This design comes from an exercise in tuning for small area, a short achievable clock period and few clock cycles on the open sky130 flow, not from production work.
Where RTL was checked, it was by simulation tests only, not by an equivalence proof against the original.
No functional check of the RTL was part of runs 1 and 2.
Power is estimated from default activity; no workload was simulated.

==> design.v <==
package dvl_pkg;
   localparam int DEFAULT_MAX_FRAMES = 4;
   localparam int HEADER_LEN = 6;
   localparam logic [7:0]  SYNC_BYTE_RST   = 8'h7f;
   localparam logic [7:0]  HEADER_BYTE_RST = 8'h7f;
   localparam logic [15:0] VEL_ID_RST      = 16'h0358;
   localparam logic [15:0] RANGE_ID_RST    = 16'h0458;
   localparam int CSR_IDX_W  = 3;
   localparam int CSR_DATA_W = 16;
   typedef enum logic [CSR_IDX_W-1:0] {
      CSR_SYNC_BYTE   = 3'd0,
      CSR_HEADER_BYTE = 3'd1,
      CSR_VEL_ID      = 3'd2,
      CSR_RANGE_ID    = 3'd3,
      CSR_COUNT_LO    = 3'd4,
      CSR_COUNT_HI    = 3'd5
   } csr_idx_type;
   typedef enum logic [3:0] {
      PH_SYNC    = 4'd0,
      PH_HEADER  = 4'd1,
      PH_SIZE_LO = 4'd2,
      PH_SIZE_HI = 4'd3,
      PH_SPARE   = 4'd4,
      PH_COUNT   = 4'd5,
      PH_OFFSETS = 4'd6,
      PH_WAIT    = 4'd7,
      PH_ID_LO   = 4'd8,
      PH_VEL_SB  = 4'd9,
      PH_VEL_FW  = 4'd10,
      PH_VEL_UP  = 4'd11,
      PH_RANGE   = 4'd12
   } phase_type;
   typedef struct packed {
      logic [7:0]  sync_byte;
      logic [7:0]  header_byte;
      logic [15:0] vel_id;
      logic [15:0] range_id;
   } cfg_type;
   typedef struct packed {
      logic signed [31:0] vel_starboard;
      logic signed [31:0] vel_forward;
      logic signed [31:0] vel_upward;
      logic signed [31:0] bottom_range;
      logic [31:0]        update_count;
   } result_type;
endpackage
module dvl_datagram_velocity_parser_top #(
   parameter int MAX_FRAMES = dvl_pkg::DEFAULT_MAX_FRAMES
) (
   input  logic                              clock,
   input  logic                              reset,
   input  logic                              req_valid,
   output logic                              req_stall,
   input  logic [7:0]                        req_rx_byte,
   output logic                              rsp_valid,
   input  logic                              rsp_stall,
   output logic signed [31:0]                rsp_vel_starboard,
   output logic signed [31:0]                rsp_vel_forward,
   output logic signed [31:0]                rsp_vel_upward,
   output logic signed [31:0]                rsp_bottom_range,
   output logic [31:0]                       rsp_update_count,
   input  logic                              csr_wr_en,
   input  logic [dvl_pkg::CSR_IDX_W-1:0]     csr_index,
   input  logic [dvl_pkg::CSR_DATA_W-1:0]    csr_wdata
);
   localparam int S_SYNC = 0;    
   localparam int S_HEAD = 1;    
   localparam int S_OFF  = 2;    
   localparam int S_WAIT = 3;    
   localparam int S_IDLO = 4;    
   localparam int S_VEL  = 5;    
   localparam int S_RNG  = 6;    
   logic [6:0]  ph;
   logic [15:0] pos;             
   logic [3:0]  sel;             
   logic        hit;             
   logic [7:0]  pb;              
   logic [3:0]  lastsel;         
   logic        done;            
   logic [3:0]  vcnt;            
   logic [7:0]  off_lo [4];      
   logic [7:0]  off_hi [4];
   logic [7:0]  vel_b [12];      
   logic [7:0]  rng_b [4];       
   logic [31:0] cnt_live;        
   logic [31:0] cnt_out;         
   logic        out_v;
   logic        stall;
   logic [7:0]  cfg_sync, cfg_hdr;
   logic [15:0] cfg_vel, cfg_rng;
   logic [7:0]  b;
   logic        acc, take, fin, out_v_n;
   logic        hit_n, fwd, is_vel, is_rng, off_last, cnt_bad, tbl_hi;
   logic [6:0]  ph_n, ph_next;
   logic [31:0] cnt_inc, cnt_n;
   logic [7:0]  b_rst, b_m1, b_hi_m1;
   logic [7:0]  cur_lo, cur_hi;
   logic [3:0]  tbl_slot;
   assign b         = req_rx_byte;
   assign req_stall = stall;
   assign acc       = req_valid & ~stall;
   assign take      = out_v & ~rsp_stall;
   assign fin       = acc & ph[S_RNG] & (vcnt[1:0] == 2'd3);
   always_ff @(posedge clock) begin
      if (reset) begin
         cfg_sync <= dvl_pkg::SYNC_BYTE_RST;
         cfg_hdr  <= dvl_pkg::HEADER_BYTE_RST;
         cfg_vel  <= dvl_pkg::VEL_ID_RST;
         cfg_rng  <= dvl_pkg::RANGE_ID_RST;
      end else if (csr_wr_en) begin
         case (csr_index)
            3'd0: cfg_sync <= csr_wdata[7:0];
            3'd1: cfg_hdr  <= csr_wdata[7:0];
            3'd2: cfg_vel  <= csr_wdata;
            3'd3: cfg_rng  <= csr_wdata;
            default: ;
         endcase
      end
   end
   always_comb begin
      cur_lo = '0;
      cur_hi = '0;
      for (int s = 0; s < 4; s++) begin
         cur_lo = cur_lo | (off_lo[s] & {8{sel[s]}});
         cur_hi = cur_hi | (off_hi[s] & {8{sel[s]}});
      end
   end
   always_comb begin
      for (int s = 0; s < 4; s++) tbl_slot[s] = (pos[3:1] == 3'(s + 3));
   end
   assign tbl_hi = pos[0];
   assign is_vel   = ({pb, b} == cfg_vel);
   assign is_rng   = ({pb, b} == cfg_rng);
   assign fwd      = ph[S_OFF] & tbl_hi & tbl_slot[0];
   assign b_m1     = b - 8'd1;
   assign b_hi_m1  = (pb == 8'd0) ? b_m1 : b;
   assign hit_n    = (pos == {fwd ? b_hi_m1 : cur_hi, cur_lo});
   assign off_last = tbl_hi & |(tbl_slot & lastsel);
   assign cnt_bad  = (b == 8'd0) || (b > 8'(MAX_FRAMES));
   always_comb begin
      ph_n = '0;
      case (1'b1)
         ph[S_SYNC]: if (b == cfg_sync) ph_n[S_HEAD] = 1'b1; else ph_n[S_SYNC] = 1'b1;
         ph[S_HEAD]: begin
            if ((pos[2:0] == 3'd1 && b != cfg_hdr) || (pos[2:0] == 3'd5 && cnt_bad))
               ph_n[S_SYNC] = 1'b1;
            else if (pos[2:0] == 3'd5)
               ph_n[S_OFF] = 1'b1;
            else
               ph_n[S_HEAD] = 1'b1;
         end
         ph[S_OFF]:  if (off_last) ph_n[S_WAIT] = 1'b1; else ph_n[S_OFF] = 1'b1;
         ph[S_WAIT]: begin
            if (done)     ph_n[S_SYNC] = 1'b1;
            else if (hit) ph_n[S_IDLO] = 1'b1;
            else          ph_n[S_WAIT] = 1'b1;
         end
         ph[S_IDLO]: begin
            if (is_vel)      ph_n[S_VEL]  = 1'b1;
            else if (is_rng) ph_n[S_RNG]  = 1'b1;
            else             ph_n[S_WAIT] = 1'b1;
         end
         ph[S_VEL]:  if (vcnt == 4'd11) ph_n[S_WAIT] = 1'b1; else ph_n[S_VEL] = 1'b1;
         ph[S_RNG]:  if (vcnt[1:0] == 2'd3) ph_n[S_SYNC] = 1'b1; else ph_n[S_RNG] = 1'b1;
         default:    ph_n[S_SYNC] = 1'b1;
      endcase
   end
   assign ph_next = acc ? ph_n : ph;
   always_ff @(posedge clock) begin
      if (reset) ph <= 7'(1 << S_SYNC);
      else       ph <= ph_next;
   end
   always_ff @(posedge clock) begin
      if (acc) begin
         pos <= ph[S_SYNC] ? 16'd1 : pos + 16'd1;
         if (ph[S_HEAD]) begin
            sel     <= 4'b0001;
            done    <= 1'b0;
            for (int s = 0; s < 4; s++) lastsel[s] <= (b[2:0] == 3'(s + 1));
         end
         if (ph[S_WAIT] && !done && hit) begin
            sel  <= {sel[2:0], sel[3]};
            done <= |(sel & lastsel);
         end
         hit <= hit_n;
         pb  <= b;
         vcnt <= ph[S_IDLO] ? 4'd0 : vcnt + 4'd1;
      end
   end
   always_ff @(posedge clock) begin
      for (int s = 0; s < 4; s++) begin
         if (acc && ph[S_OFF] && tbl_slot[s] && !tbl_hi)
            off_lo[s] <= b_m1;
         if (acc && ph[S_OFF] && tbl_slot[s] && tbl_hi)
            off_hi[s] <= b_hi_m1;
      end
   end
   assign b_rst = b & {8{~reset}};
   always_ff @(posedge clock) begin
      for (int k = 0; k < 12; k++) begin
         if (reset || (acc && ph[S_VEL] && vcnt == 4'(k))) vel_b[k] <= b_rst;
      end
      for (int k = 0; k < 4; k++) begin
         if (acc && ph[S_RNG] && vcnt[1:0] == 2'(k)) rng_b[k] <= b;
      end
   end
   assign cnt_inc = cnt_live + 32'd1;
   always_comb begin
      cnt_n = fin ? cnt_inc : cnt_live;
      if (csr_wr_en && csr_index == 3'd4) cnt_n[15:0]  = csr_wdata;
      if (csr_wr_en && csr_index == 3'd5) cnt_n[31:16] = csr_wdata;
   end
   always_ff @(posedge clock) begin
      if (reset) cnt_live <= '0;
      else       cnt_live <= cnt_n;
      if (fin) cnt_out <= cnt_inc;
   end
   assign out_v_n = fin | (out_v & ~take);
   always_ff @(posedge clock) begin
      if (reset) begin
         out_v <= 1'b0;
         stall <= 1'b0;
      end else begin
         out_v <= out_v_n;
         stall <= out_v_n & (ph_next[S_VEL] | ph_next[S_RNG]);
      end
   end
   assign rsp_valid         = out_v;
   assign rsp_vel_starboard = {vel_b[3], vel_b[2], vel_b[1], vel_b[0]};
   assign rsp_vel_forward   = {vel_b[7], vel_b[6], vel_b[5], vel_b[4]};
   assign rsp_vel_upward    = {vel_b[11], vel_b[10], vel_b[9], vel_b[8]};
   assign rsp_bottom_range  = {rng_b[3], rng_b[2], rng_b[1], rng_b[0]};
   assign rsp_update_count  = cnt_out;
endmodule
==> run.sh <==
#!/bin/bash
# synth_recipe.tcl (not shown) runs the flow's synth.tcl, then flattens the netlist and writes it again
# the make line also repeats each setting of config.mk as NAME=value (left out here)
make -C /OpenROAD-flow-scripts/flow DESIGN_CONFIG=/design/flow/config.mk WORK_HOME=/design/flow/orfs CLKGATE_MAP_FILE= SYNTH_SCRIPT=/design/flow/synth_recipe.tcl finish
==> config.mk <==
export PLATFORM = sky130hd
export DESIGN_NAME = dvl_datagram_velocity_parser_top
export DESIGN_NICKNAME = dvl_datagram_velocity_parser_top
export VERILOG_FILES = /design/flow/design.v
export SDC_FILE = /design/flow/constraint.sdc
export NUM_CORES = 4
export LEC_CHECK = 0
export CAP_MARGIN = 20
export CORE_MARGIN = 2
export CORE_UTILIZATION = 60
export SETUP_SLACK_MARGIN = 2.5
export SLEW_MARGIN = 20
==> constraint.sdc <==
create_clock -name core_clock -period 4.5 [get_ports {clock}]
set_input_delay 0.9000 -clock core_clock [delete_from_list [all_inputs] [get_ports {clock}]]
set_output_delay 0.9000 -clock core_clock [all_outputs]
set_load 0.01 [all_outputs]
==> impl_metrics.env, run 1 <==
export IMPL_grt_setup_unrepaired="yes"
export IMPL_critPathMaxFanout=2
export IMPL_status="finished clean"
export IMPL_finalSetupViolCount=0
export IMPL_drtIter0Drc=895
export IMPL_ys_warn_count=5
export IMPL_synth_area_top_cells="edfxtp_1 (54%), dfxtp_1 (12%), xnor2_1 (4.7%)"
export IMPL_worst_slack_ns=1.98
export IMPL_wire_per_inst_um=22.0
export IMPL_cts_sinks=351
export IMPL_power_density_nw_per_um2=371
export IMPL_pwr_share_clk_pct=40.6
export IMPL_worstMarginPinSlew_ns=1.07
export IMPL_worstSkewPairLatency_ns=0.53
export IMPL_hold_viol_final=0
export IMPL_synth_cell_types=58
export IMPL_clk_path_buf_depth=3
export IMPL_power_frac_comb_pct=7.2
export IMPL_die_width_um=160
export IMPL_drc=0
export IMPL_final_common_cell="edfxtp_1"
export IMPL_cts_buffers=37
export IMPL_start_util_pct=60.7
export IMPL_synth_simple_area_share_pct=14.2
export IMPL_drt_pass1_iterations=6
export IMPL_crit_path_cell_trace="buf_6 > or4_4 > nor4_4 > mux2_4 > or3_1 > o211ai_1 > nor4_2"
export IMPL_synth_edf_count=262
export IMPL_cpPeakStageDelay_ns=0.58
export IMPL_min_to="cfg_vel[13]"
export IMPL_syn_to_final_growth_pct=28.6
export IMPL_required_ns=4.77
export IMPL_yosysTopAreaCellShare_pct=53.6
export IMPL_cp_num_buf_inv=1
export IMPL_synth_compound_area_share_pct=8.36
export IMPL_hp_start="cfg_vel[13]"
export IMPL_synthXorXnorAreaFrac_pct=8.17
export IMPL_worstReg2RegEnd="hit"
export IMPL_synth_top_area_cell="edfxtp_1"
export IMPL_path_clk_slew_ns=0.06
export IMPL_grt_pass1_vias=9990
export IMPL_irDropWorstVdd_mv=0.405
export IMPL_dp_slack_ns=1.02
export IMPL_critPathTopFamily="simple AND/OR/NAND/NOR gates"
export IMPL_relSlewSlack_pct=28.3
export IMPL_placed_cells=1636
export IMPL_synth_top_family_by_area="simple AND/OR/NAND/NOR gates"
export IMPL_dieHeight_um=160
export IMPL_final_cell_mix="edfxtp_1 (262), buf_2 (163), nand2_1 (99)"
export IMPL_rrSetupSlack_ns=2.06
export IMPL_antenna_found_initial=0
export IMPL_syn_inst=1168
export IMPL_end_kind="register"
export IMPL_synthAdderAreaFrac_pct=1.02
export IMPL_period_share_pct=56.1
export IMPL_yosys_most_used_dff="edfxtp_1"
export IMPL_drive_gt1_share_pct=31.8
export IMPL_finalNetCount=1478
export IMPL_fin_skew_ns=0.0109
export IMPL_maxCapViolCount=0
export IMPL_crit_slowest_cell="or4_4"
export IMPL_p_sw_w=0.00161
export IMPL_viasPerCell=5.87
export IMPL_fmax_mhz=396
export IMPL_synth_seq_cells=351
export IMPL_coreArea_um2=24200
export IMPL_p_leak_nw=6.89
export IMPL_holdPathStages=2
export IMPL_wirelength_um=39200
export IMPL_hpwl_um=24300
export IMPL_switching_share_pct=23.0
export IMPL_fin_crit_ns=2.52
export IMPL_portBuffers=193
export IMPL_r2r_start="pb[5]"
export IMPL_grt_max_degree=82
export IMPL_crit_type="in2reg"
export IMPL_dr_total_vias=10500
export IMPL_dieArea_um2=25700
export IMPL_asyncSetResetFlopFracSynth_pct=0
export IMPL_gp_congestion=0.856
export IMPL_crit_path_start_kind="primary input"
export IMPL_cp_arrival_ns=2.79
export IMPL_ant_nets=0
export IMPL_tns_ns=0
export IMPL_insertedDiodeCount=0
export IMPL_min_path_type="reg2reg"
export IMPL_io_pins=194
export IMPL_synth_nets=1212
export IMPL_row_count=57
export IMPL_grt_pass1_wl_um=58500
export IMPL_p_seq_share_pct=52.2
export IMPL_instances_no_fill=1787
export IMPL_overflow=0
export IMPL_ff2ff_path_depth=6
export IMPL_synth_area_um2=14700
export IMPL_cell_internal_pwr_w=0.00539
export IMPL_yosysSeqAreaShare_pct=65.7
export IMPL_track_usage_pct=29.7
export IMPL_cts_tree="done"
export IMPL_synthMuxAreaShare_pct=0.349
export IMPL_cts_max_level=2
export IMPL_slew_violations=0
export IMPL_ctsRootBufferMaster="clkbuf_16"
export IMPL_avgSynthCellArea_um2=12.6
==> state kept, by name, indices dropped and copies added, names as in the netlist, 32 cells and up <==
signal / cells
vel_b: 96
cnt_live: 32
cnt_out: 32
off_hi: 32
off_lo: 32
rng_b: 32
==> stage by stage <==
| step | area [um2] | total power [W] | utilization, % | hold WS [ns] |
|---|---|---|---|---|
| 2_1_floorplan | 15200 | 0.00396 | - | 0.448 |
| 5_1_grt | 18900 | 0.00719 | 78.1 | 0.486 |
| 3_3_place_gp | 17200 | 0.00420 | 71.2 | 0.453 |
| 6_report | 18900 | 0.00700 | 78.1 | 0.470 |
| 3_5_place_dp | 17200 | 0.00421 | 71.2 | 0.460 |
| 4_1_cts | 18200 | 0.00698 | 75.3 | 0.468 |
==> cell usage after synthesis, types with 4 or more instances <==
master	number
and2_1	8
dfxtp_1	89
o21ai_0	17
a311oi_1	8
a211oi_1	24
or3_1	11
a211o_1	14
and3_1	13
nand2b_1	8
o31ai_1	9
nor4_1	17
buf_2	6
xor2_1	59
a21oi_1	35
o211ai_1	6
nor2_1	92
nand3_1	37
inv_1	18
nand2_1	109
nor2b_1	27
a22o_1	8
or2_2	7
nor3_1	26
ha_1	12
a221oi_1	8
a22oi_1	20
mux2i_1	4
nand4_1	14
xnor2_1	78
nand3b_1	16
clkbuf_1	47
a21o_1	13
and4_1	4
edfxtp_1	262
buf_1	7
==> worst register-to-register path, stage by stage (launching register included) <==
cell and delay (ns):
edfxtp_1 0.44, or4_4 0.60, nor4_4 0.28, mux2_4 0.33
or3_1 0.34, o211ai_1 0.12, nor4_2 0.07
==> repair_timing <==
| item | in CTS | in global routing |
|---|---|---|
| gates cloned | 4 | 0 |
| hold buffers | 0 | 0 |
| pin swaps | 27 | 35 |
| setup endpoints to repair | 621 | 147 |
| setup buffers | 46 | 33 |
| resized for setup | 756 | 85 |
==> routing by layer <==
metal  vias to the layer above  part of all wire (%)  global-route usage [%]
li1                       4804                     -                       -
met1                      5116                    39                    38.5
met2                       474                    50                    50.9
met3                       101                   7.6                    5.68
met4                         0                   3.3                    9.83
met5                         -                     0                       0
==> final cells by class <==
class	count	area, um2
flip-flops and latches	351	9680
multi-input cells	737	5530
fillers	1504	5300
repair buffers	285	1990
clock buffers	45	966
well taps	324	405
clock inverters	23	155
inverters	18	115
repair inverters	4	35.0
==> worst max path at each step <==
stage                   start   to  slack (ns)  depth (start not counted)
3_3_place_gp   req_rx_byte[3]  hit        1.01                          8
3_5_place_dp   req_rx_byte[3]  hit        1.02                          8
4_1_cts        req_rx_byte[4]  hit        1.99                          7
5_1_grt        req_rx_byte[6]  hit        1.94                          7
6_report       req_rx_byte[4]  hit        1.98                          7
2_1_floorplan  req_rx_byte[3]  hit        1.64                          7
==> power by group through the flow <==
stage / Sequential [W] / Clock (W) / Combinational [W]
CTS: 0.00365 / 0.00287 / 0.000463
global route: 0.00366 / 0.00299 / 0.000536
global placement: 0.00372 / 0 / 0.000482
floorplan: 0.00374 / 0 / 0.000213
detailed placement: 0.00373 / 0 / 0.000487
finish: 0.00365 / 0.00284 / 0.000502
==> logic make-up (layout without fill, tap and decap cells) <==
family | count (synthesis) | count (layout)
simple gates | 410 | 410
fa+ha+maj | 12 | 12
flops | 351 | 351
mux | 5 | 5
buf+inv | 80 | 375
xor+xnor | 137 | 137
compound gates | 173 | 173
==> run 2: changes to the inputs <==
--- a/design.v
+++ b/design.v
@@ -135,5 +135,6 @@
    assign b_m1     = b - 8'd1;
    assign b_hi_m1  = (pb == 8'd0) ? b_m1 : b;
-   assign hit_n    = (pos == {fwd ? b_hi_m1 : cur_hi, cur_lo});
+   assign hit_n    = fwd ? (cur_lo == 8'd7 && b == {7'd0, pb == 8'd0})
+                         : (pos == {cur_hi, cur_lo});
    assign off_last = tbl_hi & |(tbl_slot & lastsel);
    assign cnt_bad  = (b == 8'd0) || (b > 8'(MAX_FRAMES));
--- a/config.mk
+++ b/config.mk
@@ -8,5 +8,5 @@
 export CAP_MARGIN = 20
 export CORE_MARGIN = 2
-export CORE_UTILIZATION = 60
+export CORE_UTILIZATION = 40
 export SETUP_SLACK_MARGIN = 2.5
 export SLEW_MARGIN = 20
==> run 2 against run 1 <==
Still clean on timing, DRC and antenna. Combinational power down 7.8%. Final cell count is 6.7% higher. Flip-flop and latch count unchanged. Design area about the same. Critical endpoint unchanged. Highest routed layer unchanged.
==> impl_metrics.env, run 2 <==
export IMPL_dieHeight_um=195
export IMPL_finalNetCount=1459
export IMPL_rrSetupSlack_ns=2.43
export IMPL_coreArea_um2=35700
export IMPL_p_leak_nw=6.91
export IMPL_synth_nets=1183
export IMPL_status="finished clean"
export IMPL_cts_hold_buffers_added=0
export IMPL_final_cell_mix="edfxtp_1 (262), buf_2 (164), nand2_1 (109)"
export IMPL_insertedDiodeCount=0
export IMPL_grt_pass1_wl_um=58600
export IMPL_finalSetupViolCount=0
export IMPL_maxCapViolCount=0
export IMPL_clk_path_buf_depth=3
export IMPL_gp_congestion=0.821
export IMPL_grt_max_degree=80
export IMPL_end_kind="register"
export IMPL_synth_seq_cells=351
export IMPL_row_count=69
export IMPL_hold_viol_final=0
export IMPL_final_area_um2=18900
export IMPL_tns_ns=0
export IMPL_regMostFlops="vel_b"
export IMPL_drtIter0Drc=656
export IMPL_yosysMostFrequentCell="edfxtp_1"
export IMPL_dieArea_um2=37900
export IMPL_synth_area_top_cells="edfxtp_1 (54%), dfxtp_1 (12%), xnor2_1 (5.2%)"
export IMPL_synth_common_cells="edfxtp_1 (262), nand2_1 (117), nor2_1 (92)"
export IMPL_track_usage_pct=20.0
export IMPL_syn_inst=1139
export IMPL_largest_register_ffs=96
export IMPL_min_path_type="reg2reg"
export IMPL_synth_cell_types=56
export IMPL_fin_skew_ns=0.0264
export IMPL_worstMarginPinSlew_ns=0.843
export IMPL_synth_edf_count=262
export IMPL_power_density_nw_per_um2=381
export IMPL_cp_arrival_ns=2.44
export IMPL_antenna_found_initial=0
export IMPL_cts_max_level=2
export IMPL_yosysSeqAreaShare_pct=66.3
export IMPL_hpwl_um=25000
export IMPL_synth_top_area_cell="edfxtp_1"
export IMPL_cts_sinks=351
export IMPL_cts_tree="done"
export IMPL_syn_to_final_growth_pct=29.6
export IMPL_drt_pass1_iterations=5
export IMPL_crit_type="reg2reg"
export IMPL_avgSynthCellArea_um2=12.8
export IMPL_wire_per_inst_um=20.1
export IMPL_synth_area_um2=14600
export IMPL_final_common_cell="edfxtp_1"
export IMPL_asyncSetResetFlopFracSynth_pct=0
export IMPL_path_clk_slew_ns=0.06
export IMPL_viasPerCell=5.18
export IMPL_portBuffers=193
export IMPL_drc=0
export IMPL_wirelength_um=38300
export IMPL_ys_warn_count=5
export IMPL_start_util_pct=40.7
export IMPL_critPathMaxFanout=6
export IMPL_relSlewSlack_pct=43.8
export IMPL_fmax_mhz=482
export IMPL_cts_buffers=39
export IMPL_fin_crit_ns=2.07
export IMPL_yosysTopAreaCellShare_pct=54.1
export IMPL_required_ns=4.87
export IMPL_ctsRootBufferMaster="clkbuf_16"
export IMPL_grt_pass1_vias=9887
export IMPL_period_share_pct=46.1
export IMPL_worstSkewPairLatency_ns=0.54
export IMPL_dpl_instance_area_um2=17100
export IMPL_yosys_most_used_dff="edfxtp_1"
export IMPL_overflow=0
export IMPL_ant_nets=0
export IMPL_drive_gt1_share_pct=32.5
export IMPL_crit_path_start_kind="register"
export IMPL_irDropWorstVdd_mv=0.265
export IMPL_io_pins=194
export IMPL_dr_total_vias=9882
export IMPL_slew_violations=0
export IMPL_die_width_um=195
export IMPL_grt_setup_unrepaired="yes"
[run 2: timing repair]
action	4_1_cts	5_1_grt
gates resized for setup	782	48
endpoints found under the setup margin	595	237
endpoints found under the hold margin	0	0
buffers inserted	61	19
pin swaps	21	18
cloned	1	0
[run 2: metal layers]
layer,part of all wire (%),wire (um),track usage [%],up-vias
met3,6.1,2330,4.10,66
li1,-,-,-,4701
met4,2.4,929,5.97,0
met1,42,16200,25.8,4812
met2,49,18900,34.0,303
met5,0,0,0,-
[run 2: critical path: stages, from the launching register on]
cell and delay [ns]:
edfxtp_1 0.49, nor4_4 0.40, nand2_4 0.15, xnor2_2 0.24, nor4b_1 0.41, nand2_1 0.12
o21ai_1 0.11
[run 2: kinds of logic (layout without fill, tap and decap cells)]
group / Yosys count / after routing / share of synthesized area (%)
adders and majority gates: 12 / 12 / 1.03
DFF: 351 / 351 / 66.3
muxes: 3 / 3 / 0.206
and+or+nand+nor: 398 / 398 / 13.7
AOI/OAI and AO/OA: 153 / 153 / 7.64
xor gates and xnor gates: 144 / 144 / 8.67
buffers and inverters: 78 / 385 / 2.44
[run 2: cell type report]
class                      instances  area [um2]
clock inverter                    24         193
inverter                          17        93.8
multi-input combinational        710        5220
timing repair buffer             296        2040
fill                            3094       16900
sequential                       351        9690
tap                              461         577
clock buffer                      48        1050
[run 2: path summary, 6_finish.rpt]
check              startpoint          end  cells after the start
setup / recovery        pb[7]          hit                      6
hold reg to reg   cfg_vel[13]  cfg_vel[13]                      2
setup reg to reg        pb[7]          hit                      6
hold / removal    cfg_vel[13]  cfg_vel[13]                      2
[run 2: power breakdown]
| group | internal, W | switching, W | total [W] |
|---|---|---|---|
| sequential | 0.00359 | 0.0000667 | 0.00366 |
| clock | 0.00179 | 0.00128 | 0.00307 |
| combinational | 0.000184 | 0.000279 | 0.000463 |
| total | 0.00556 | 0.00163 | 0.00719 |
[run 2: metrics by stage]
step / worst slack, ns / hold WS (ns) / std cells / utilization (%) / power [W]
floorplan: 2.29 / 0.449 / 1139 / - / 0.00395
global placement: 1.10 / 0.455 / 1754 / 48.0 / 0.00421
detailed placement: 1.08 / 0.460 / 1754 / 48.0 / 0.00422
CTS: 2.42 / 0.468 / 1888 / 51.9 / 0.00725
global route: 2.28 / 0.483 / 1907 / 52.8 / 0.00742
finish: 2.43 / 0.468 / 1907 / 52.8 / 0.00719
==> run 3: changes to the inputs <==
--- a/design.v
+++ b/design.v
@@ -135,5 +135,5 @@
    assign b_m1     = b - 8'd1;
    assign b_hi_m1  = (pb == 8'd0) ? b_m1 : b;
-   assign hit_n    = fwd ? (cur_lo == 8'd7 && b == {7'd0, pb == 8'd0})
+   assign hit_n    = fwd ? (cur_lo == 8'd7 && b == 8'd0)
                          : (pos == {cur_hi, cur_lo});
    assign off_last = tbl_hi & |(tbl_slot & lastsel);
--- a/config.mk
+++ b/config.mk
@@ -9,4 +9,6 @@
 export CORE_MARGIN = 2
 export CORE_UTILIZATION = 40
+export CTS_CLUSTER_DIAMETER = 60
+export CTS_CLUSTER_SIZE = 24
 export SETUP_SLACK_MARGIN = 2.5
 export SLEW_MARGIN = 20
==> run 3 against run 2 <==
Still clean on timing, DRC and antenna. Clock skew shrank 0.015 ns. Area after synthesis is 0.17% lower. Setup slack got worse by 0.028 ns. Critical path depth did not move. Register-to-register slack got worse by 0.03 ns. Critical endpoint is now ph[3]. Largest cell class unchanged.
==> impl_metrics.env, run 3 <==
export IMPL_end_kind="register"
export IMPL_antenna_found_initial=0
export IMPL_dieHeight_um=195
export IMPL_io_pins=194
export IMPL_fmax_mhz=476
export IMPL_cts_hold_buffers_added=0
export IMPL_yosysTopAreaCellShare_pct=54.1
export IMPL_period_share_pct=46.7
export IMPL_hold_slack_ns=0.475
export IMPL_finalSetupViolCount=0
export IMPL_regMostFlops="vel_b"
export IMPL_relSlewSlack_pct=32.7
export IMPL_cts_sinks=351
export IMPL_drc=0
export IMPL_track_usage_pct=19.6
export IMPL_grt_pass1_vias=9853
export IMPL_fill_cells=3118
export IMPL_p_seq_share_pct=52.8
export IMPL_status="finished clean"
export IMPL_syn_inst=1132
export IMPL_cts_max_level=1
export IMPL_min_path_type="reg2reg"
export IMPL_p_sw_w=0.00176
export IMPL_asyncSetResetFlopFracSynth_pct=0
export IMPL_crit_type="reg2reg"
export IMPL_synth_top_area_cell="edfxtp_1"
export IMPL_dr_total_vias=9721
export IMPL_synth_edf_count=262
export IMPL_die_width_um=195
export IMPL_synth_cell_types=62
export IMPL_wire_per_inst_um=20.2
export IMPL_critPathMaxFanout=5
export IMPL_synth_seq_cells=351
export IMPL_ctsRootBufferMaster="clkbuf_16"
export IMPL_grt_setup_unrepaired="yes"
export IMPL_placed_cells=1745
export IMPL_pwr_share_clk_pct=40.8
export IMPL_yosys_most_used_dff="edfxtp_1"
export IMPL_tns_ns=0
export IMPL_fin_crit_ns=2.10
export IMPL_drive_gt1_share_pct=31.0
export IMPL_finalNetCount=1435
export IMPL_synth_common_cells="edfxtp_1 (262), nand2_1 (116), dfxtp_1 (89)"
export IMPL_cts_buffers=30
export IMPL_path_clk_slew_ns=0.08
export IMPL_insertedDiodeCount=0
export IMPL_syn_to_final_growth_pct=27.6
export IMPL_portBuffers=193
export IMPL_worstSkewPairLatency_ns=0.58
export IMPL_critPathTopFamily="simple AND/OR/NAND/NOR gates"
export IMPL_yosysSeqAreaShare_pct=66.4
export IMPL_cell_internal_pwr_w=0.00510
export IMPL_grt_max_degree=69
export IMPL_yosysMostFrequentCell="edfxtp_1"
export IMPL_cp_arrival_ns=2.61
export IMPL_coreArea_um2=35700
export IMPL_dieArea_um2=37900
export IMPL_power_density_nw_per_um2=370
export IMPL_ant_nets=0
export IMPL_overflow=0
export IMPL_crit_path_cell_trace="nand3b_1 > or2_4 > and3_4 > or4_1 > or3_1 > a31oi_1"
export IMPL_wirelength_um=37800
export IMPL_crit_path_start_kind="register"
export IMPL_final_common_cell="edfxtp_1"
export IMPL_p_leak_nw=6.83
export IMPL_cts_tree="done"
export IMPL_slew_violations=0
export IMPL_ys_warn_count=5
export IMPL_instances_no_fill=1876
export IMPL_switching_share_pct=25.6
export IMPL_crit_slowest_cell="edfxtp_1"
export IMPL_grt_pass1_wl_um=57900
export IMPL_largest_register_ffs=96
export IMPL_worstMarginPinSlew_ns=1.01
export IMPL_synth_nets=1176
export IMPL_gp_congestion=0.850
export IMPL_synth_area_um2=14500
export IMPL_power_frac_comb_pct=6.4
export IMPL_viasPerCell=5.18
export IMPL_fin_skew_ns=0.0109
export IMPL_clk_path_buf_depth=3
export IMPL_cpPeakStageDelay_ns=0.47
export IMPL_drt_pass1_iterations=4
export IMPL_avgSynthCellArea_um2=12.8
export IMPL_hold_viol_final=0
export IMPL_start_util_pct=40.8
export IMPL_synth_area_top_cells="edfxtp_1 (54%), dfxtp_1 (12%), xnor2_1 (4.6%)"
export IMPL_cp_num_buf_inv=0
export IMPL_final_cell_mix="edfxtp_1 (262), buf_2 (164), nand2_1 (111)"
export IMPL_maxCapViolCount=0
export IMPL_required_ns=5.00
export IMPL_final_util_pct=52.0
export IMPL_row_count=69
export IMPL_rrSetupSlack_ns=2.40
export IMPL_drtIter0Drc=664
export IMPL_irDropWorstVdd_mv=0.301
export IMPL_power_w=0.00686
export IMPL_hpwl_um=25400
## run 3: cell types whose count changed after synthesis, sizes merged, moves of 4 or more
cell	previous run	this run
o21ai	17	10
a21oi	31	38
or3	14	10
a211oi	23	29
xnor2	87	77
clkbuf	53	48
nor3	29	16
a311oi	11	5
nand3	32	37
xor2	57	71
nor2	92	78
and3	10	23
## run 3: final timing paths
path,cells after the start,end,start
worst min-delay path,2,cfg_vel[1],cfg_vel[1]
worst max register to register,6,ph[3],pos[2]
worst max-delay path,6,ph[3],pos[2]
worst min register to register,2,cfg_vel[1],cfg_vel[1]
## run 3: kinds of logic (layout without fill, tap and decap cells)
logic type / Yosys count / after routing / synth area share [%]
muxes: 3 / 3 / 0.207
adders and majority gates: 12 / 12 / 1.03
and+or+nand+nor: 390 / 390 / 13.7
buffers and inverters: 76 / 359 / 2.27
DFF: 351 / 351 / 66.4
AOI/OAI and AO/OA: 152 / 152 / 7.47
xor gates and xnor gates: 148 / 148 / 8.92
## run 3: repair_timing
item | in CTS | in global routing
pin swaps | 18 | 15
endpoints found under the setup margin | 595 | 266
gates cloned | 1 | 0
resized for setup | 754 | 50
setup buffers | 57 | 17
## run 3: power by group through the flow
stage	clock network, W	logic (W)	registers [W]
6_report	0.00280	0.000441	0.00362
5_1_grt	0.00300	0.000477	0.00363
4_1_cts	0.00286	0.000428	0.00362
3_5_place_dp	0	0.000439	0.00370
3_3_place_gp	0	0.000436	0.00371
2_1_floorplan	0	0.000205	0.00371
## run 3: worst register-to-register path: cells and delay by family (launching register included)
family	cells	cell delay, ns
flops	1	0.47
compound gates	1	0.17
simple gates	5	1.39
## run 3: through the flow
stage               worst slack (ns)  area (um2)
finish                          2.40       18500
global route                    2.31       18500
CTS                             2.37       18200
detailed placement              1.08       17100
global placement                1.10       17100
floorplan                       2.06       14900
## run 3: cell type report
cell class,count,area [um2],share of cell area (%)
multi-input cells,705,5120,27.6
well taps,461,577,3.11
flip-flops and latches,351,9690,52.3
inverters,16,109,0.587
repair inverters,1,8.76,0.0472
clock inverters,26,359,1.94
clock buffers,30,751,4.05
repair buffers,286,1930,10.4
## run 3: routing by layer
| layer | global-route usage, % | share of wire, % |
|---|---|---|
| met2 | 33.5 | 49 |
| met3 | 2.88 | 4.8 |
| met1 | 25.9 | 44 |
| met4 | 5.81 | 2.5 |
| met5 | 0 | 0 |
Testbench counts of run 3, summed over its fixed seeds: cycles 48,753.
==> run 4: changes to the inputs <==
--- a/config.mk
+++ b/config.mk
@@ -8,7 +8,7 @@
 export CAP_MARGIN = 20
 export CORE_MARGIN = 2
-export CORE_UTILIZATION = 40
-export CTS_CLUSTER_DIAMETER = 60
-export CTS_CLUSTER_SIZE = 24
+export CORE_UTILIZATION = 50
+export CTS_CLUSTER_DIAMETER = 70
+export CTS_CLUSTER_SIZE = 28
 export SETUP_SLACK_MARGIN = 2.5
 export SLEW_MARGIN = 20
==> run 4 against run 3 <==
Highest routed layer unchanged. Critical endpoint is now ph[6]. Sequential power is essentially flat. Design area hardly changed. Final cell count fell by 3.7%. Setup slack worse by 0.026 ns. Largest power group unchanged. Worst hold slack worse by 0.0015 ns.
==> impl_metrics.env, run 4 <==
export IMPL_status="finished clean"
export IMPL_worstReg2RegEnd="ph[6]"
export IMPL_dieHeight_um=174
export IMPL_yosys_most_used_dff="edfxtp_1"
export IMPL_dieArea_um2=30400
export IMPL_min_path_type="reg2reg"
export IMPL_p_leak_nw=6.89
export IMPL_yosysTopAreaCellShare_pct=54.1
export IMPL_placed_cells=1664
export IMPL_overflow=0
export IMPL_cell_internal_pwr_w=0.00460
export IMPL_largest_register_ffs=96
export IMPL_final_cell_mix="edfxtp_1 (262), buf_2 (161), nand2_1 (110)"
export IMPL_start_util_pct=50.8
export IMPL_gp_congestion=0.831
export IMPL_drc=0
export IMPL_avgSynthCellArea_um2=12.8
export IMPL_dr_total_vias=9950
export IMPL_clk_path_buf_depth=3
export IMPL_crit_type="in2reg"
export IMPL_synth_nets=1176
export IMPL_grt_setup_unrepaired="yes"
export IMPL_antenna_found_initial=0
export IMPL_drive_gt1_share_pct=32.3
export IMPL_final_common_cell="edfxtp_1"
export IMPL_wirelength_um=37700
export IMPL_track_usage_pct=23.8
export IMPL_grt_pass1_vias=9600
export IMPL_slew_violations=0
export IMPL_switching_share_pct=23.8
export IMPL_io_pins=194
export IMPL_period_share_pct=47.3
export IMPL_worstSkewPairLatency_ns=0.53
export IMPL_regMostFlops="vel_b"
export IMPL_p_seq_share_pct=60.0
export IMPL_fill_cells=2221
export IMPL_p_sw_w=0.00144
export IMPL_synth_top_area_cell="edfxtp_1"
export IMPL_r2r_start="pb[6]"
export IMPL_synth_edf_count=262
export IMPL_cts_max_level=1
export IMPL_worstMarginPinSlew_ns=1.04
export IMPL_finalNetCount=1455
export IMPL_cts_sinks=351
export IMPL_crit_path_end="ph[6]"
export IMPL_ctsRootBufferMaster="clkbuf_16"
export IMPL_critPathMaxFanout=2
export IMPL_cts_buffers=19
export IMPL_cts_tree="done"
export IMPL_power_density_nw_per_um2=325
export IMPL_hold_viol_final=0
export IMPL_portBuffers=193
export IMPL_fin_skew_ns=0.0294
export IMPL_viasPerCell=5.51
export IMPL_asyncSetResetFlopFracSynth_pct=0
export IMPL_gr_max_usage_layer="met2"
export IMPL_finalSetupViolCount=0
export IMPL_cp_arrival_ns=2.57
export IMPL_synth_area_um2=14500
export IMPL_relSlewSlack_pct=30.8
export IMPL_ys_warn_count=5
export IMPL_globalRouteMet3Util_pct=3.02
export IMPL_synth_common_cells="edfxtp_1 (262), nand2_1 (116), dfxtp_1 (89)"
export IMPL_path_clk_slew_ns=0.10
export IMPL_die_width_um=174
export IMPL_grtUsageMet1_pct=31.6
export IMPL_required_ns=4.94
export IMPL_fmax_mhz=470
export IMPL_drtIter0Drc=712
export IMPL_yosysMostFrequentCell="edfxtp_1"
export IMPL_syn_to_final_growth_pct=27.7
export IMPL_insertedDiodeCount=0
export IMPL_grt_max_degree=69
export IMPL_irDropWorstVdd_mv=0.373
export IMPL_hp_start="cfg_vel[7]"
export IMPL_synth_area_top_cells="edfxtp_1 (54%), dfxtp_1 (12%), xnor2_1 (4.6%)"
export IMPL_ff2ff_path_depth=6
export IMPL_end_kind="register"
export IMPL_synth_seq_cells=351
export IMPL_synth_cell_types=62
export IMPL_hpwl_um=24200
export IMPL_maxCapViolCount=0
export IMPL_crit_path_start_kind="primary input"
export IMPL_yosysSeqAreaShare_pct=66.4
export IMPL_pwr_share_clk_pct=32.2
export IMPL_fin_crit_ns=2.13
export IMPL_cts_hold_buffers_added=0
export IMPL_coreArea_um2=28600
export IMPL_instances_no_fill=1807
export IMPL_tns_ns=0
export IMPL_row_count=62
export IMPL_ant_nets=0
export IMPL_drt_pass1_iterations=5
export IMPL_syn_inst=1132
export IMPL_rrSetupSlack_ns=2.42
export IMPL_grtUsageMet2_pct=40.7
export IMPL_power_frac_comb_pct=7.8
export IMPL_startpoint="req_rx_byte[2]"
export IMPL_grt_pass1_wl_um=56100
export IMPL_wire_per_inst_um=20.9
==> run 4: cell type report <==
type / count / area [um2] / area share [%]
Sequential cell: 351 / 9700 / 52.3
Multi-Input combinational cell: 705 / 5310 / 28.6
Timing Repair Buffer: 315 / 2310 / 12.5
Clock buffer: 24 / 494 / 2.66
Tap cell: 384 / 480 / 2.59
Clock inverter: 9 / 116 / 0.627
Inverter: 16 / 109 / 0.587
Timing Repair inverter: 3 / 31.3 / 0.169
==> run 4: worst min path at each step <==
| stage | endpoint | slack [ns] | cells past startpoint |
|---|---|---|---|
| 6_report | cfg_vel[7] | 0.47 | 2 |
| 5_1_grt | cfg_rng[9] | 0.49 | 2 |
| 4_1_cts | cfg_vel[7] | 0.47 | 2 |
| 3_5_place_dp | cfg_vel[7] | 0.46 | 2 |
| 3_3_place_gp | cfg_vel[7] | 0.46 | 2 |
| 2_1_floorplan | cfg_rng[0] | 0.45 | 2 |
==> run 4: timing repair <==
action	4_1_cts	5_1_grt
pin swaps	19	57
buffers inserted	53	53
gates cloned	2	2
resized for setup	772	93
setup endpoints to repair	614	264
==> run 4: kinds of logic (layout without fill, tap and decap cells) <==
group,count (synthesis),count (layout),share of synthesized area (%)
multiplexers,3,3,0.207
AO/OA/AOI/OAI,152,152,7.47
adder cells (fa/ha/maj),12,12,1.03
buffers and inverters,76,367,2.27
XOR/XNOR,148,148,8.92
flip-flops,351,351,66.4
AND/OR/NAND/NOR,390,390,13.7
==> run 4: per-layer routing <==
layer,share of wire (%),wire (um)
met4,3.2,1210
met2,50,18700
met5,0,0
met1,42,15900
met3,4.7,1770
==> run 4: critical path: stages <==
cell	delay, ns
buf_8	0.10
buf_12	0.11
xor2_1	0.13
nor4_1	0.26
nand2_1	0.13
or4_4	0.44
a2111o_1	0.38
a21oi_2	0.12
==> run 4: power groups by stage <==
stage                     clock [W]  combinational [W]  sequential [W]
final                       0.00194           0.000471         0.00362
after global routing        0.00209           0.000505         0.00363
after CTS                   0.00198           0.000438         0.00362
after detailed placement          0           0.000438         0.00370
after global placement            0           0.000437         0.00370
after floorplan                   0           0.000205         0.00371
==> run 4: stage by stage <==
stage	cell area (um2)	power, W	utilization, %	hold slack [ns]	setup slack, ns
after global placement	17000	0.00414	59.5	0.456	1.15
after detailed placement	17000	0.00414	59.5	0.459	1.14
after CTS	17700	0.00604	61.8	0.474	2.21
final	18600	0.00603	64.8	0.474	2.37
after global routing	18600	0.00623	64.8	0.493	2.29
after floorplan	14900	0.00392	-	0.448	2.06
==> run 5: changes to the inputs <==
--- a/config.mk
+++ b/config.mk
@@ -8,7 +8,8 @@
 export CAP_MARGIN = 20
 export CORE_MARGIN = 2
-export CORE_UTILIZATION = 50
-export CTS_CLUSTER_DIAMETER = 70
-export CTS_CLUSTER_SIZE = 28
+export CORE_UTILIZATION = 40
+export CTS_CLUSTER_DIAMETER = 80
+export CTS_CLUSTER_SIZE = 30
 export SETUP_SLACK_MARGIN = 2.5
 export SLEW_MARGIN = 20
+export TNS_END_PERCENT = 10
==> run 5 against run 4 <==
Largest power group unchanged. Register-to-register slack got worse by 0.03 ns. Setup slack got worse by 0.033 ns. Design area decreased by 1.5%. Sequential share of layout area increased by 0.68 points. Combinational power decreased by 7.0%. Area after synthesis unchanged.
==> impl_metrics.env, run 5 <==
export IMPL_status="finished clean"
export IMPL_critPathTopFamily="flip-flops"
export IMPL_critPathMaxFanout=1
export IMPL_irDropWorstVdd_mv=0.234
export IMPL_path_clk_slew_ns=0.11
export IMPL_start_util_pct=40.8
export IMPL_grt_setup_unrepaired="yes"
export IMPL_final_util_pct=51.3
export IMPL_final_common_cell="edfxtp_1"
export IMPL_ys_warn_count=5
export IMPL_required_ns=3.60
export IMPL_synth_area_um2=14500
export IMPL_finalSetupViolCount=0
export IMPL_dieArea_um2=37900
export IMPL_ctsRootBufferMaster="clkbuf_16"
export IMPL_wire_per_inst_um=20.1
export IMPL_r2r_start="pb[6]"
export IMPL_die_width_um=195
export IMPL_antenna_found_initial=0
export IMPL_regMostFlops="vel_b"
export IMPL_yosysTopAreaCellShare_pct=54.1
export IMPL_crit_path_start_kind="register"
export IMPL_ant_nets=0
export IMPL_gp_congestion=0.830
export IMPL_cts_sinks=351
export IMPL_cpPeakStageDelay_ns=0.41
export IMPL_hp_start="cfg_rng[11]"
export IMPL_final_cell_mix="edfxtp_1 (262), dlygate4sd2_1 (157), nand2_1 (113)"
export IMPL_crit_type="reg2out"
export IMPL_cts_max_level=1
export IMPL_yosysSeqAreaShare_pct=66.4
export IMPL_asyncSetResetFlopFracSynth_pct=0
export IMPL_syn_inst=1132
export IMPL_min_path_type="reg2reg"
export IMPL_worstSkewPairLatency_ns=0.54
export IMPL_rrSetupSlack_ns=2.39
export IMPL_coreArea_um2=35700
export IMPL_placed_cells=1745
export IMPL_min_to="cfg_rng[11]"
export IMPL_synth_seq_cells=351
export IMPL_fin_crit_ns=2.16
export IMPL_synth_top_area_cell="edfxtp_1"
export IMPL_synth_edf_count=262
export IMPL_ff2ff_path_depth=6
export IMPL_drc=0
export IMPL_clk_path_buf_depth=3
export IMPL_insertedDiodeCount=0
export IMPL_avgSynthCellArea_um2=12.8
export IMPL_grt_pass1_wl_um=56300
export IMPL_viasPerCell=5.18
export IMPL_synth_area_top_cells="edfxtp_1 (54%), dfxtp_1 (12%), xnor2_1 (4.6%)"
export IMPL_instances_no_fill=1833
export IMPL_cp_arrival_ns=1.26
export IMPL_synth_nets=1176
export IMPL_fmax_mhz=463
export IMPL_synth_common_cells="edfxtp_1 (262), nand2_1 (116), dfxtp_1 (89)"
export IMPL_grt_pass1_vias=9401
export IMPL_track_usage_pct=19.0
export IMPL_overflow=0
export IMPL_crit_path_cell_trace="dlygate4sd2_1"
export IMPL_portBuffers=193
export IMPL_tns_ns=0
export IMPL_crit_slowest_cell="edfxtp_1"
export IMPL_worstMarginPinSlew_ns=0.979
export IMPL_finalNetCount=1404
export IMPL_synth_cell_types=62
export IMPL_end_kind="primary output"
export IMPL_syn_to_final_growth_pct=25.8
export IMPL_drive_gt1_share_pct=15.3
export IMPL_wirelength_um=36800
export IMPL_period_share_pct=48.0
export IMPL_grt_max_degree=64
export IMPL_power_density_nw_per_um2=327
export IMPL_hpwl_um=24100
export IMPL_cp_num_buf_inv=1
export IMPL_worstReg2RegEnd="stall"
export IMPL_row_count=69
export IMPL_fill_cells=3132
export IMPL_cts_tree="done"
export IMPL_dieHeight_um=195
export IMPL_fin_skew_ns=0.0456
export IMPL_hold_viol_final=0
export IMPL_io_pins=194
export IMPL_slew_violations=0
export IMPL_yosysMostFrequentCell="edfxtp_1"
export IMPL_drt_pass1_iterations=5
export IMPL_p_leak_nw=6.65
export IMPL_cts_buffers=18
export IMPL_drtIter0Drc=492
export IMPL_dr_total_vias=9489
export IMPL_maxCapViolCount=0
export IMPL_holdPathStages=2
export IMPL_largest_register_ffs=96
export IMPL_cts_hold_buffers_added=0
export IMPL_relSlewSlack_pct=34.6
export IMPL_yosys_most_used_dff="edfxtp_1"
-- run 5: power breakdown --
| part | switching (W) | leakage, nW | internal (W) |
|---|---|---|---|
| clock network | 0.00111 | 0.290 | 0.000806 |
| logic | 0.000258 | 3.11 | 0.000180 |
| registers | 0.0000569 | 3.25 | 0.00357 |
-- run 5: cell type report --
cell class                      instances  area, um2  share of cell area, %
Inverter                               16        103                  0.561
Multi-Input combinational cell        705       4970                   27.2
Clock inverter                         10        144                  0.787
Timing Repair inverter                  1       8.76                 0.0479
Sequential cell                       351       9680                   53.0
Timing Repair Buffer                  267       2330                   12.8
Tap cell                              461        577                   3.16
Clock buffer                           22        465                   2.55
-- run 5: worst max path at each step --
stage | start | end | cells past startpoint
final | cnt_out[29] | rsp_update_count[29] | 1
after global routing | req_rx_byte[4] | stall | 8
after CTS | req_rx_byte[0] | stall | 8
after detailed placement | req_valid | cnt_live[11] | 9
after global placement | req_valid | cnt_live[11] | 9
after floorplan | req_rx_byte[2] | ph[6] | 7
-- run 5: cells by family (layout without fill, tap and decap cells) --
logic type,count (synthesis),count (layout),synth area share [%]
DFF,351,351,66.4
buffers and inverters,76,316,2.27
muxes,3,3,0.207
AOI/OAI and AO/OA,152,152,7.47
adders and majority gates,12,12,1.03
xor gates and xnor gates,148,148,8.92
and+or+nand+nor,390,390,13.7
-- run 5: layer usage --
layer  track usage (%)  part of all wire [%]  vias up
met2              32.0                    48      215
met1              25.9                    45     4678
met3              3.12                   4.9       40
li1                  -                     -     4556
met5                 0                     0        -
met4              4.19                   1.9        0
-- run 5: per-stage QoR --
stage | power (W) | worst slack (ns) | cell area (um2) | hold slack, ns
2_1_floorplan | 0.00390 | 2.06 | 14700 | 0.448
3_3_place_gp | 0.00413 | 1.10 | 17000 | 0.456
3_5_place_dp | 0.00413 | 1.07 | 17000 | 0.460
4_1_cts | 0.00601 | 2.21 | 18000 | 0.476
5_1_grt | 0.00619 | 2.26 | 18300 | 0.496
6_report | 0.00598 | 2.34 | 18300 | 0.475
-- run 5: what timing repair did --
action	in CTS	in global routing
gates resized for setup	251	56
pin swaps	14	16
setup buffers	44	10
setup endpoints to repair	576	308
gates cloned	1	0
==> run 6: changes to the inputs <==
--- a/config.mk
+++ b/config.mk
@@ -6,4 +6,5 @@
 export NUM_CORES = 4
 export LEC_CHECK = 0
+export ABC_AREA = 1
 export CAP_MARGIN = 20
 export CORE_MARGIN = 2
@@ -13,3 +14,2 @@
 export SETUP_SLACK_MARGIN = 2.5
 export SLEW_MARGIN = 20
-export TNS_END_PERCENT = 10
==> run 6 against run 5 <==
Critical path depth unchanged. Sequential power about the same. First-iteration DRC count grew 64%. Clock-buffer cell count unchanged. Power grew 2.9%. Clock skew is 0.020 ns lower. Clock power up 4%. Setup slack improved by 0.13 ns.
==> impl_metrics.env, run 6 <==
export IMPL_status="finished clean"
export IMPL_drtIter0Drc=809
export IMPL_synth_cell_types=49
export IMPL_cts_hold_buffers_added=0
export IMPL_dpl_instance_area_um2=17700
export IMPL_finalNetCount=1690
export IMPL_gp_congestion=0.913
export IMPL_yosysSeqAreaShare_pct=65.0
export IMPL_end_kind="primary output"
export IMPL_power_frac_comb_pct=8.5
export IMPL_crit_slowest_cell="edfxtp_1"
export IMPL_crit_path_cell_trace="buf_2"
export IMPL_hold_viol_final=0
export IMPL_fmax_mhz=493
export IMPL_cts_sinks=351
export IMPL_asyncSetResetFlopFracSynth_pct=0
export IMPL_p_leak_nw=7.02
export IMPL_synth_nets=1433
export IMPL_avgSynthCellArea_um2=10.7
export IMPL_p_sw_w=0.00151
export IMPL_fin_crit_ns=2.03
export IMPL_path_clk_slew_ns=0.11
export IMPL_grt_max_degree=38
export IMPL_grt_pass1_vias=10500
export IMPL_die_width_um=197
export IMPL_largest_register_ffs=96
export IMPL_slew_violations=0
export IMPL_viasPerCell=5.06
export IMPL_insertedDiodeCount=0
export IMPL_start_util_pct=40.6
export IMPL_ant_nets=0
export IMPL_antenna_found_initial=0
export IMPL_cts_max_level=1
export IMPL_synth_common_cells="nand2_1 (346), edfxtp_1 (262), nor2_1 (127)"
export IMPL_overflow=0
export IMPL_drive_gt1_share_pct=26.1
export IMPL_drt_pass1_iterations=5
export IMPL_worstSkewPairLatency_ns=0.54
export IMPL_synth_edf_count=262
export IMPL_row_count=70
export IMPL_track_usage_pct=21.1
export IMPL_ys_warn_count=5
export IMPL_yosysMostFrequentCell="nand2_1"
export IMPL_dr_total_vias=10700
export IMPL_regMostFlops="vel_b"
export IMPL_synth_area_top_cells="edfxtp_1 (53%), dfxtp_1 (12%), nand2_1 (8.8%)"
export IMPL_hold_slack_ns=0.472
export IMPL_yosysTopAreaCellShare_pct=53.0
export IMPL_crit_path_start_kind="register"
export IMPL_portBuffers=193
export IMPL_pwr_share_clk_pct=32.4
export IMPL_synth_top_area_cell="edfxtp_1"
export IMPL_worst_slack_ns=2.47
export IMPL_ctsRootBufferMaster="clkbuf_16"
export IMPL_irDropWorstVdd_mv=0.196
export IMPL_relSlewSlack_pct=49.7
export IMPL_wirelength_um=41000
export IMPL_syn_inst=1389
export IMPL_fin_skew_ns=0.0260
export IMPL_final_cell_mix="nand2_1 (332), edfxtp_1 (262), buf_2 (163)"
export IMPL_worstMarginPinSlew_ns=0.751
export IMPL_synth_seq_cells=351
export IMPL_crit_type="reg2out"
export IMPL_io_pins=194
export IMPL_required_ns=3.60
export IMPL_period_share_pct=45.1
export IMPL_p_seq_share_pct=59.1
export IMPL_cts_buffers=18
export IMPL_drc=0
export IMPL_final_common_cell="nand2_1"
export IMPL_wire_per_inst_um=19.3
export IMPL_coreArea_um2=36500
export IMPL_cpPeakStageDelay_ns=0.43
export IMPL_finalSetupViolCount=0
export IMPL_maxCapViolCount=0
export IMPL_critPathTopFamily="flip-flops"
export IMPL_clk_path_buf_depth=3
export IMPL_grt_pass1_wl_um=62400
export IMPL_min_path_type="reg2reg"
export IMPL_cts_tree="done"
export IMPL_final_area_um2=18300
export IMPL_synth_area_um2=14800
export IMPL_grt_setup_unrepaired="yes"
export IMPL_switching_share_pct=24.5
export IMPL_power_density_nw_per_um2=335
export IMPL_critPathMaxFanout=1
export IMPL_cp_arrival_ns=1.13
export IMPL_syn_to_final_growth_pct=23.7
export IMPL_cell_internal_pwr_w=0.00465
export IMPL_dieArea_um2=38600
export IMPL_hpwl_um=28000
export IMPL_dieHeight_um=197
export IMPL_tns_ns=0
export IMPL_dp_slack_ns=1.15
export IMPL_yosys_most_used_dff="edfxtp_1"
export IMPL_cp_num_buf_inv=1
==> run 6: final timing paths <==
check / startpoint / to / slack, ns / cells past startpoint
hold reg to reg: cfg_vel[2] / cfg_vel[2] / 0.47 / 2
setup / recovery: cnt_out[28] / rsp_update_count[28] / 2.47 / 1
setup reg to reg: pos[0] / pos[14] / 2.49 / 11
hold / removal: cfg_vel[2] / cfg_vel[2] / 0.47 / 2
==> run 6: layout make-up <==
type / instances / area, um2
Clock buffer: 22 / 487
Clock inverter: 10 / 151
Fill cell: 3357 / 18200
Inverter: 126 / 541
Multi-Input combinational cell: 869 / 5030
Sequential cell: 351 / 9660
Tap cell: 468 / 586
Timing Repair Buffer: 280 / 1890
==> run 6: per-stage QoR <==
stage	power [W]	cells	utilization (%)
global placement	0.00424	2032	48.3
floorplan	0.00395	1389	-
detailed placement	0.00424	2032	48.3
global route	0.00637	2126	50.2
CTS	0.00619	2113	49.5
finish	0.00615	2126	50.2
==> run 6: layer usage <==
metal | global-route usage, % | wire length [um] | vias to the layer above
li1 | - | - | 5251
met1 | 28.9 | 18100 | 5118
met2 | 35.5 | 19700 | 327
met3 | 3.20 | 2300 | 53
met4 | 5.12 | 969 | 0
met5 | 0 | 0 | -
==> run 6: kinds of logic (layout without fill, tap and decap cells) <==
group	count (synthesis)	after routing	synth area share [%]
xor+xnor	59	59	3.69
simple gates	606	606	18.0
compound gates	192	192	7.79
fa+ha+maj	12	12	1.01
buf+inv	169	438	4.41
flops	351	351	65.0
==> run 6: repair_timing <==
action | CTS | global route
endpoints found under the setup margin | 534 | 323
resized for setup | 716 | 65
setup buffers | 49 | 13
pin swaps | 15 | 21
endpoints found under the hold margin | 0 | 0
==> run 6: power groups by stage <==
stage / registers [W] / logic, W / clock network, W
finish: 0.00364 / 0.000522 / 0.00199
global route: 0.00365 / 0.000569 / 0.00215
CTS: 0.00364 / 0.000508 / 0.00204
detailed placement: 0.00372 / 0.000524 / 0
global placement: 0.00372 / 0.000518 / 0
floorplan: 0.00373 / 0.000229 / 0
==> run 7: changes to the inputs <==
--- a/config.mk
+++ b/config.mk
@@ -6,5 +6,4 @@
 export NUM_CORES = 4
 export LEC_CHECK = 0
-export ABC_AREA = 1
 export CAP_MARGIN = 20
 export CORE_MARGIN = 2
==> run 7 against run 6 <==
Power down 1.7%. Sequential power hardly changed. Wire length decreased by 6.8%. Via count down 10%. Maximum frequency down 3.3%. Critical path depth grew 7. Die area decreased by 2.0%. Non-clock buffer count rose by 8. Clock skew increased by 0.010 ns. Register-to-register slack got worse by 0.09 ns.
==> impl_metrics.env, run 7 <==
export IMPL_cts_max_level=1
export IMPL_start_util_pct=40.8
export IMPL_p_leak_nw=6.65
export IMPL_cts_tree="done"
export IMPL_overflow=0
export IMPL_syn_to_final_growth_pct=24.8
export IMPL_grt_setup_unrepaired="yes"
export IMPL_slew_violations=0
export IMPL_cts_buffers=18
export IMPL_drive_gt1_share_pct=30.2
export IMPL_grt_pass1_wl_um=58200
export IMPL_grt_max_degree=69
export IMPL_switching_share_pct=23.7
export IMPL_portBuffers=193
export IMPL_ys_warn_count=5
export IMPL_hpwl_um=25400
export IMPL_fin_crit_ns=2.10
export IMPL_tns_ns=0
export IMPL_synth_nets=1176
export IMPL_syn_inst=1132
export IMPL_synth_area_um2=14500
export IMPL_final_common_cell="edfxtp_1"
export IMPL_synth_area_top_cells="edfxtp_1 (54%), dfxtp_1 (12%), xnor2_1 (4.6%)"
export IMPL_ant_nets=0
export IMPL_irDropWorstVdd_mv=0.305
export IMPL_power_frac_comb_pct=7.3
export IMPL_dieArea_um2=37900
export IMPL_hold_viol_final=0
export IMPL_worstSkewPairLatency_ns=0.54
export IMPL_crit_path_cell_trace="buf_12 > buf_4 > a22o_1 > a221oi_2 > xnor2_1 > nor4_1 > nand3_1 > o21ai_2"
export IMPL_p_seq_share_pct=59.9
export IMPL_relSlewSlack_pct=31.8
export IMPL_track_usage_pct=19.8
export IMPL_end_kind="register"
export IMPL_gp_congestion=0.850
export IMPL_cts_hold_buffers_added=0
export IMPL_synth_common_cells="edfxtp_1 (262), nand2_1 (116), dfxtp_1 (89)"
export IMPL_yosysTopAreaCellShare_pct=54.1
export IMPL_crit_path_start_kind="register"
export IMPL_fmax_mhz=477
export IMPL_avgSynthCellArea_um2=12.8
export IMPL_worstMarginPinSlew_ns=1.02
export IMPL_required_ns=4.87
export IMPL_finalNetCount=1427
export IMPL_wire_per_inst_um=20.6
export IMPL_wirelength_um=38200
export IMPL_row_count=69
export IMPL_asyncSetResetFlopFracSynth_pct=0
export IMPL_insertedDiodeCount=0
export IMPL_placed_cells=1745
export IMPL_cts_sinks=351
export IMPL_finalSetupViolCount=0
export IMPL_synth_edf_count=262
export IMPL_critPathMaxFanout=9
export IMPL_path_clk_slew_ns=0.12
export IMPL_die_width_um=195
export IMPL_grt_pass1_vias=9759
export IMPL_dr_total_vias=9657
export IMPL_largest_register_ffs=96
export IMPL_status="finished clean"
export IMPL_power_density_nw_per_um2=334
export IMPL_synth_top_area_cell="edfxtp_1"
export IMPL_drtIter0Drc=654
export IMPL_io_pins=194
export IMPL_clk_path_buf_depth=3
export IMPL_viasPerCell=5.20
export IMPL_drt_pass1_iterations=4
export IMPL_coreArea_um2=35700
export IMPL_crit_type="reg2reg"
export IMPL_ctsRootBufferMaster="clkbuf_16"
export IMPL_synth_seq_cells=351
export IMPL_min_path_type="reg2reg"
export IMPL_synth_cell_types=62
export IMPL_fin_skew_ns=0.0362
export IMPL_pwr_share_clk_pct=32.8
export IMPL_p_sw_w=0.00143
export IMPL_antenna_found_initial=0
export IMPL_dieHeight_um=195
export IMPL_yosysSeqAreaShare_pct=66.4
export IMPL_crit_slowest_cell="edfxtp_1"
export IMPL_maxCapViolCount=0
export IMPL_yosysMostFrequentCell="edfxtp_1"
export IMPL_period_share_pct=46.6
export IMPL_yosys_most_used_dff="edfxtp_1"
export IMPL_instances_no_fill=1856
export IMPL_final_cell_mix="edfxtp_1 (262), buf_2 (166), nand2_1 (111)"
export IMPL_cpPeakStageDelay_ns=0.51
export IMPL_cell_internal_pwr_w=0.00461
export IMPL_regMostFlops="vel_b"
export IMPL_cp_arrival_ns=2.46
export IMPL_drc=0
run 7: cell count changes in the layout (fill, tap and decap cells not counted), sizes merged, moves of 15 or more:
cell / change
a211o: +15
a211oi: +29
a31oi: -28
and3: +21
inv: -98
nand2: -237
nor2: -62
nor2b: +29
o211ai: -17
o21ai: -55
xnor2: +59
xor2: +30
run 7: power by group through the flow:
stage	clock network, W	registers, W	logic (W)
4_1_cts	0.00203	0.00362	0.000434
5_1_grt	0.00214	0.00363	0.000478
3_5_place_dp	0	0.00370	0.000439
3_3_place_gp	0	0.00371	0.000436
2_1_floorplan	0	0.00371	0.000205
6_report	0.00198	0.00362	0.000443
run 7: per-layer routing:
layer / share of wire, % / up-vias / routed length, um / track usage [%]
met5: 0 / - / 0 / 0
met4: 2.7 / 0 / 1020 / 5.13
met3: 4.0 / 57 / 1520 / 2.60
met2: 49 / 229 / 18800 / 34.3
met1: 44 / 4769 / 16800 / 26.2
li1: - / 4602 / - / -
run 7: layout make-up:
cell class              instances  area, um2
repair buffers                288       1930
flip-flops and latches        351       9700
inverters                      16        109
fillers                      3152      17500
clock inverters                 7        116
well taps                     461        577
clock buffers                  25        519
multi-input cells             705       5150
repair inverters                3       33.8
run 7: stage by stage:
stage / worst slack [ns] / total power [W] / utilization (%) / hold WS [ns] / area [um2]
floorplan: 2.06 / 0.00392 / - / 0.448 / 14900
global placement: 1.10 / 0.00414 / 48.1 / 0.461 / 17100
detailed placement: 1.08 / 0.00414 / 48.1 / 0.465 / 17100
CTS: 2.39 / 0.00609 / 50.1 / 0.482 / 17900
global route: 2.34 / 0.00625 / 50.9 / 0.492 / 18100
finish: 2.40 / 0.00605 / 50.9 / 0.480 / 18100
run 7: path summary, 6_finish.rpt:
check             slack, ns  cells past startpoint        from         end
setup / recovery       2.40                      8      sel[1]         hit
hold / removal         0.48                      2  cfg_rng[0]  cfg_rng[0]
setup reg to reg       2.40                      8      sel[1]         hit
hold reg to reg        0.48                      2  cfg_rng[0]  cfg_rng[0]
run 7: cell families (layout without fill, tap and decap cells):
| family | after synthesis | in the layout | synth area share (%) |
|---|---|---|---|
| mux | 3 | 3 | 0.207 |
| buf+inv | 76 | 339 | 2.27 |
| fa+ha+maj | 12 | 12 | 1.03 |
| simple gates | 390 | 390 | 13.7 |
| xor+xnor | 148 | 148 | 8.92 |
| flops | 351 | 351 | 66.4 |
| compound gates | 152 | 152 | 7.47 |
run 7: repair_timing:
| action | in CTS | in global routing |
|---|---|---|
| gates resized for setup | 773 | 42 |
| buffers inserted | 64 | 12 |
| endpoints found under the setup margin | 607 | 218 |
| gates cloned | 3 | 0 |
| pin swaps | 19 | 15 |
run 7: worst max-delay path, delay by kind of cell (launching register included):
family / cells / cell delay [ns]
flip-flops: 1 / 0.51
buffers and inverters: 2 / 0.35
XOR/XNOR: 1 / 0.13
AO/OA/AOI/OAI: 3 / 0.59
AND/OR/NAND/NOR: 2 / 0.35

port drivers added, routing unchanged:
The results above use ideal ports. As a check the final layouts listed here were re-extracted and re-timed, cells and wires unchanged. Step 1 (the two cells are an assumption about what drives the block):
set clk [get_ports {clock}]
set_driving_cell -lib_cell sky130_fd_sc_hd__clkbuf_16 $clk
set_driving_cell -lib_cell sky130_fd_sc_hd__buf_2 [delete_from_list [all_inputs] $clk]
Step 2 adds t to the input delays and takes it off the output delays; t is the mean of the earliest and latest rising clock arrival at the registers after step 1. Input paths then give back, and output paths get back, about the clock's delay inside the block. Three values: ideal, step 1, step 2; two values: the first two.
| run | t, ns | slack for setup (ns) | hold slack, ns | worst register clock-pin slew, ns |
|---|---|---|---|---|
| run 1 | 0.573 | 1.976 / 1.994 / 1.421 | 0.470 / 0.470 / 0.470 | 0.06 / 0.06 |
| run 2 | 0.576 | 2.427 / 2.427 / 1.884 | 0.468 / 0.468 / 0.468 | 0.06 / 0.06 |
| run 3 | 0.625 | 2.399 / 2.399 / 1.807 | 0.475 / 0.475 / 0.475 | 0.09 / 0.09 |
| run 4 | 0.570 | 2.372 / 2.387 / 1.817 | 0.474 / 0.474 / 0.474 | 0.11 / 0.11 |
| run 5 | 0.573 | 2.340 / 2.290 / 1.793 | 0.475 / 0.475 / 0.475 | 0.11 / 0.11 |
| run 6 | 0.579 | 2.471 / 2.416 / 1.985 | 0.472 / 0.472 / 0.472 | 0.11 / 0.11 |
| run 7 | 0.571 | 2.403 / 2.403 / 1.865 | 0.480 / 0.480 / 0.480 | 0.12 / 0.12 |
After both steps setup and hold are still met in every run listed. The setup slack of run 3, which loses most, moves by 0.000 ns with the drivers and by -0.592 ns with both steps.
